This is an optimization exercise on Yosys and OpenROAD, whose aim is small area, a short achievable clock period and few clock cycles per item, not a production implementation. RTL that was checked went through simulation tests only; none was proved equivalent to the original. No activity file was given, so power comes from the tool's default toggle rates.

==> job 6487 <==
Design hall_sensor_sector_decoder_top, start of the top module:
module hall_sensor_sector_decoder_top (
	input  logic               clk,
	input  logic               arst_n,
	input  logic               samples_valid,
	output logic               samples_ready,
	input  logic               samples_hall_a,
	input  logic               samples_hall_b,
	input  logic               samples_hall_c,
	input  logic [31:0]        samples_now_us,
	output logic               results_valid,
	input  logic               results_ready,
	output logic signed [3:0]  results_sector,
	output logic signed [31:0] results_electric_rotations,
	output logic signed [9:0]  results_angle_count,
	output logic signed [31:0] results_mech_turns,
	output logic               results_direction,
	output logic [31:0]        results_period_us,
	output logic [31:0]        results_edge_time_us,
	output logic               results_sequence_valid,
	input  logic               cfg_valid,
	output logic               cfg_ready,
	input  logic               cfg_sel,
	input  logic [31:0]        cfg_data
);
	localparam logic [2:0] S_RUN  = 3'd0;
	localparam logic [2:0] S_WAIT = 3'd1;
	localparam logic [2:0] S_PRE  = 3'd2;
	localparam logic [2:0] S_DIV  = 3'd3;
	localparam logic [2:0] S_FIX  = 3'd4;
	localparam logic [2:0] S_ADJ  = 3'd5;
	logic [2:0]  state_q;
	logic [4:0]  cnt_q;
	logic        res_valid_q;
	logic        res_pend_q;
	logic        s_full_q;
	logic [2:0]  s_code_q;
	logic [31:0] s_now_q;
	logic [6:0]  pp_q;
	logic [6:0]  pp_eff;
	logic [8:0]  dm1_q;
	logic        run;
	logic        proc;
	logic        acc;
	logic        redo;
	logic        primed;
	logic [2:0]  sector;
	logic        op_pre;
	logic        op_div;
	logic        op_fix;
	logic        op_inc;
	logic        op_dec;
	logic        adj_done;
	logic        sec_none;
	logic [31:0] rev;
	logic        dir;
	logic [31:0] period;
	logic [31:0] stamp;
	logic        seq_ok;
	logic [31:0] q;
	logic [9:0]  rem;
	assign cfg_ready = 1'b1;
  ...
export LEC_CHECK = 0
export CAP_MARGIN = 20
export CORE_MARGIN = 2
export CORE_UTILIZATION = 40
export PLACE_DENSITY = 0.6
export SETUP_SLACK_MARGIN = 3.5
export SLEW_MARGIN = 20
create_clock -name core_clock -period 6.0 [get_ports {clk}]
run.sh (not shown) runs the stock make flow with config.mk's settings and CLKGATE_MAP_FILE= SYNTH_SCRIPT=/design/flow/synth_recipe.tcl, a recipe that flattens the netlist after the stock synthesis.
==> inputs of job 9067, as changes to job 6487 <==
--- a/flow/config.mk
+++ b/flow/config.mk
@@ -9,5 +9,4 @@
 export CORE_MARGIN = 2
 export CORE_UTILIZATION = 40
 export PLACE_DENSITY = 0.6
-export SETUP_SLACK_MARGIN = 3.5
 export SLEW_MARGIN = 20
==> out/metrics.yaml <==
outcome:
  status: "complete, no violations"
cells_and_area:
  multi_input_area_um2: 11200
pwr:
  pwr-share-comb_pct: 43.5
setup_path:
  rr_startpoint: "u_track.sector_q[0]"
  path_max_fanout: 22
grt:
  grt.total_usage_pct: 26.2
The numbers above come from job 9067.

==> out/metrics.yaml <==
setup_path:
  rr_startpoint: "u_track.rem_q[0]"
  path_max_fanout: 7
floorplanning:
  die_height_um: 217
cells_and_area:
  multi_input_area_um2: 13400
logic_synthesis:
  synth.top_cell.area_share_pct: 29.2
  ys_ff_latch: 208
timing:
  worst_pin_slew_ns: 0.847
grt:
  grt_max_degree: 49
  grt.total_usage_pct: 31.8
outcome:
  status: "complete, no violations"
routing:
  wl_per_cell_um: 23.8
The numbers above come from job 6487.

Function was not checked in any run of this note: the RTL went through the layout flow alone.

==> indigo: inputs <==
hall_sensor_sector_decoder_top, a different RTL version from the one above (not shown whole).
export LEC_CHECK = 0
export CAP_MARGIN = 20
export CORE_MARGIN = 2
export CORE_UTILIZATION = 40
export PLACE_DENSITY = 0.6
export SETUP_SLACK_MARGIN = 2.5
export SLEW_MARGIN = 20
create_clock -name core_clock -period 6.0 [get_ports {clk}]
standard.sh (not shown) runs the stock make flow with config.mk's settings and CLKGATE_MAP_FILE= SYNTH_SCRIPT=/design/flow/synth_recipe.tcl, a recipe that flattens the netlist after the stock synthesis.
==> flow/flow/run.sh <==
#!/bin/bash
# Layout flow: the standard synthesis, then its combinational logic remapped by ABC
# for delay (registers, their names and cell types untouched), then the standard
# layout from that netlist. Each tool's output goes to a log file here.
set -euo pipefail
R=orfs/results/${FLOW_PLATFORM}/hall_sensor_sector_decoder_top/base
YOSYS=${FLOW_HOME}/../tools/install/yosys/bin/yosys
LIB=${FLOW_HOME}/platforms/sky130hd/lib/sky130_fd_sc_hd__tt_025C_1v80.lib

bash standard.sh synth > synth.log 2>&1
cp $R/1_2_yosys.v standard_1_2_yosys.v

sed -e "s#@LIB@#$LIB#g" -e "s#@IN@#standard_1_2_yosys.v#g" -e "s#@OUT@#remapped.v#g" \
	-e "s#@SCRIPT@#$PWD/flow/delay.abc#g" -e "s#@TOP@#${FLOW_TOP}#g" flow/remap.ys > remap_run.ys
$YOSYS -l remap.log -q remap_run.ys > /dev/null 2>&1

cp remapped.v $R/1_2_yosys.v
rm -f $R/1_synth.odb $R/1_synth.sdc
bash standard.sh > layout.log 2>&1
==> flow/flow/delay.abc <==
strash
dch
map -D 3000
strash
dch
map -D 3000
topo
buffer -c
upsize -c
dnsize -c
==> flow/flow/remap.ys <==
# Re-map the standard synthesis's combinational cells with a delay-driven ABC script.
# Flip-flops and tie cells stay the instances the standard synthesis made.
read_liberty -ignore_miss_func @LIB@
read_verilog @IN@
hierarchy -top @TOP@
blackbox sky130_fd_sc_hd__*df* sky130_fd_sc_hd__*dl* sky130_fd_sc_hd__conb*
flatten
opt_clean -purge
abc -script @SCRIPT@ -D 3000 -liberty @LIB@ -dont_use sky130_fd_sc_hd__probe_p_8 -dont_use sky130_fd_sc_hd__probec_p_8 -dont_use sky130_fd_sc_hd__lpflow_bleeder_1 -dont_use sky130_fd_sc_hd__lpflow_clkbufkapwr_1 -dont_use sky130_fd_sc_hd__lpflow_clkbufkapwr_16 -dont_use sky130_fd_sc_hd__lpflow_clkbufkapwr_2 -dont_use sky130_fd_sc_hd__lpflow_clkbufkapwr_4 -dont_use sky130_fd_sc_hd__lpflow_clkbufkapwr_8 -dont_use sky130_fd_sc_hd__lpflow_clkinvkapwr_1 -dont_use sky130_fd_sc_hd__lpflow_clkinvkapwr_16 -dont_use sky130_fd_sc_hd__lpflow_clkinvkapwr_2 -dont_use sky130_fd_sc_hd__lpflow_clkinvkapwr_4 -dont_use sky130_fd_sc_hd__lpflow_clkinvkapwr_8 -dont_use sky130_fd_sc_hd__lpflow_decapkapwr_12 -dont_use sky130_fd_sc_hd__lpflow_decapkapwr_3 -dont_use sky130_fd_sc_hd__lpflow_decapkapwr_4 -dont_use sky130_fd_sc_hd__lpflow_decapkapwr_6 -dont_use sky130_fd_sc_hd__lpflow_decapkapwr_8 -dont_use sky130_fd_sc_hd__lpflow_inputiso0n_1 -dont_use sky130_fd_sc_hd__lpflow_inputiso0p_1 -dont_use sky130_fd_sc_hd__lpflow_inputiso1n_1 -dont_use sky130_fd_sc_hd__lpflow_inputiso1p_1 -dont_use sky130_fd_sc_hd__lpflow_inputisolatch_1 -dont_use sky130_fd_sc_hd__lpflow_isobufsrc_1 -dont_use sky130_fd_sc_hd__lpflow_isobufsrc_16 -dont_use sky130_fd_sc_hd__lpflow_isobufsrc_2 -dont_use sky130_fd_sc_hd__lpflow_isobufsrc_4 -dont_use sky130_fd_sc_hd__lpflow_isobufsrc_8 -dont_use sky130_fd_sc_hd__lpflow_isobufsrckapwr_16 -dont_use sky130_fd_sc_hd__lpflow_lsbuf_lh_hl_isowell_tap_1 -dont_use sky130_fd_sc_hd__lpflow_lsbuf_lh_hl_isowell_tap_2 -dont_use sky130_fd_sc_hd__lpflow_lsbuf_lh_hl_isowell_tap_4 -dont_use sky130_fd_sc_hd__lpflow_lsbuf_lh_isowell_4 -dont_use sky130_fd_sc_hd__lpflow_lsbuf_lh_isowell_tap_1 -dont_use sky130_fd_sc_hd__lpflow_lsbuf_lh_isowell_tap_2 -dont_use sky130_fd_sc_hd__lpflow_lsbuf_lh_isowell_tap_4 
opt_clean -purge
hilomap -singleton -hicell sky130_fd_sc_hd__conb_1 HI -locell sky130_fd_sc_hd__conb_1 LO
splitnets
opt_clean -purge
insbuf -buf sky130_fd_sc_hd__buf_4 A X
check
tee -o remap_stat.txt stat -liberty @LIB@
write_verilog -noattr -nohex -nodec @OUT@
==> inputs of sierra, as changes to indigo <==
==> flow/flow/delay.abc (replaced) <==
strash
dch
map -D 1000
strash
dch
map -D 1000
topo
buffer -c
upsize -c
dnsize -c
==> flow/flow/remap.ys (replaced) <==
# Re-map the standard synthesis's combinational cells with a delay-driven ABC script.
# Flip-flops and tie cells stay the instances the standard synthesis made.
read_liberty -ignore_miss_func @LIB@
read_verilog @IN@
hierarchy -top @TOP@
blackbox sky130_fd_sc_hd__*df* sky130_fd_sc_hd__*dl* sky130_fd_sc_hd__conb*
flatten
opt_clean -purge
abc -script @SCRIPT@ -D 1000 -liberty @LIB@ -dont_use sky130_fd_sc_hd__probe_p_8 -dont_use sky130_fd_sc_hd__probec_p_8 -dont_use sky130_fd_sc_hd__lpflow_bleeder_1 -dont_use sky130_fd_sc_hd__lpflow_clkbufkapwr_1 -dont_use sky130_fd_sc_hd__lpflow_clkbufkapwr_16 -dont_use sky130_fd_sc_hd__lpflow_clkbufkapwr_2 -dont_use sky130_fd_sc_hd__lpflow_clkbufkapwr_4 -dont_use sky130_fd_sc_hd__lpflow_clkbufkapwr_8 -dont_use sky130_fd_sc_hd__lpflow_clkinvkapwr_1 -dont_use sky130_fd_sc_hd__lpflow_clkinvkapwr_16 -dont_use sky130_fd_sc_hd__lpflow_clkinvkapwr_2 -dont_use sky130_fd_sc_hd__lpflow_clkinvkapwr_4 -dont_use sky130_fd_sc_hd__lpflow_clkinvkapwr_8 -dont_use sky130_fd_sc_hd__lpflow_decapkapwr_12 -dont_use sky130_fd_sc_hd__lpflow_decapkapwr_3 -dont_use sky130_fd_sc_hd__lpflow_decapkapwr_4 -dont_use sky130_fd_sc_hd__lpflow_decapkapwr_6 -dont_use sky130_fd_sc_hd__lpflow_decapkapwr_8 -dont_use sky130_fd_sc_hd__lpflow_inputiso0n_1 -dont_use sky130_fd_sc_hd__lpflow_inputiso0p_1 -dont_use sky130_fd_sc_hd__lpflow_inputiso1n_1 -dont_use sky130_fd_sc_hd__lpflow_inputiso1p_1 -dont_use sky130_fd_sc_hd__lpflow_inputisolatch_1 -dont_use sky130_fd_sc_hd__lpflow_isobufsrc_1 -dont_use sky130_fd_sc_hd__lpflow_isobufsrc_16 -dont_use sky130_fd_sc_hd__lpflow_isobufsrc_2 -dont_use sky130_fd_sc_hd__lpflow_isobufsrc_4 -dont_use sky130_fd_sc_hd__lpflow_isobufsrc_8 -dont_use sky130_fd_sc_hd__lpflow_isobufsrckapwr_16 -dont_use sky130_fd_sc_hd__lpflow_lsbuf_lh_hl_isowell_tap_1 -dont_use sky130_fd_sc_hd__lpflow_lsbuf_lh_hl_isowell_tap_2 -dont_use sky130_fd_sc_hd__lpflow_lsbuf_lh_hl_isowell_tap_4 -dont_use sky130_fd_sc_hd__lpflow_lsbuf_lh_isowell_4 -dont_use sky130_fd_sc_hd__lpflow_lsbuf_lh_isowell_tap_1 -dont_use sky130_fd_sc_hd__lpflow_lsbuf_lh_isowell_tap_2 -dont_use sky130_fd_sc_hd__lpflow_lsbuf_lh_isowell_tap_4 
opt_clean -purge
hilomap -singleton -hicell sky130_fd_sc_hd__conb_1 HI -locell sky130_fd_sc_hd__conb_1 LO
splitnets
opt_clean -purge
insbuf -buf sky130_fd_sc_hd__buf_4 A X
check
tee -o remap_stat.txt stat -liberty @LIB@
write_verilog -noattr -nohex -nodec @OUT@
==> qor summary <==
quantity	sierra	indigo
Status	complete, no violations	complete, no violations
Area of the placeable core	45200 um^2	41100 um^2
Clock buffer count from CTS	29	27
Die width	217 um	209 um
Post-route core utilization	46.8%	53.1%
Clk network pwr share	24.6%	23.7%
Worst slack, placed	1.63 ns	1.38 ns
Worst Path Required	6.43 ns	6.35 ns
Cell row count	78	74
Logic gate share of total power	40.6%	42.9%
Final worst slack	2.61 ns	1.84 ns
Clock period minus final worst setup slack	3.39 ns	4.16 ns
Inverter count	304	360
Fill cell count	4541	3941
CP Max Fanout	12	9
Power consumption	7.29 mW	6.98 mW
Buffer and inverter count on the worst path	4	3
Placed Area	20100 um^2	18700 um^2
Critical path class	primary input to flop	flop to flop
Portion of the layout cell area used by non-clock buffers	11.1%	16.9%
Worst EP arrival	3.82 ns	4.51 ns
Syn avg cell area	7.14 um^2	7.29 um^2
GRT Overall Usage	28.3%	28.2%
Area growth from synthesis to layout	16.2%	30.2%
Testbench counts of indigo, summed over its fixed seeds: cycles 17,205, items 16,000.
Testbench counts of sierra, summed over its fixed seeds: cycles 17,205, items 16,000.

## port drivers added, routing unchanged
No port has a modelled driver above. Below, the same layouts with a new extraction and two added sets of constraints. Step 1 assumes that a clkbuf_16 drives the clock port and a buf_2 every other input. Step 2, shift: input delay + t, output delay - t, t = (earliest + latest rising clock arrival at the registers) / 2. This alone moves slack from input paths to output paths. Slacks: no drivers / after step 1 / after step 2; pairs: no drivers / after step 1.
run | t (ns) | setup WS [ns] | worst setup path at the end | worst register clock-pin slew, ns | worst slew at a driven data input, ns
job 6487 | 0.624 | 2.259 / 2.259 / 2.046 | input to register | 0.06 / 0.06 | 0.08
job 9067 | 0.632 | 0.959 / 0.959 / 0.959 | register to register | 0.06 / 0.06 | 0.07
indigo | 0.637 | 1.838 / 1.838 / 1.838 | register to register | 0.07 / 0.07 | 0.08
sierra | 0.645 | 2.608 / 2.586 / 2.000 | input to register | 0.07 / 0.07 | 0.10
After both steps setup and hold are still met in every run listed. For sierra, which loses most, drivers alone change the setup slack by -0.022 ns; drivers and shift together by -0.608 ns.
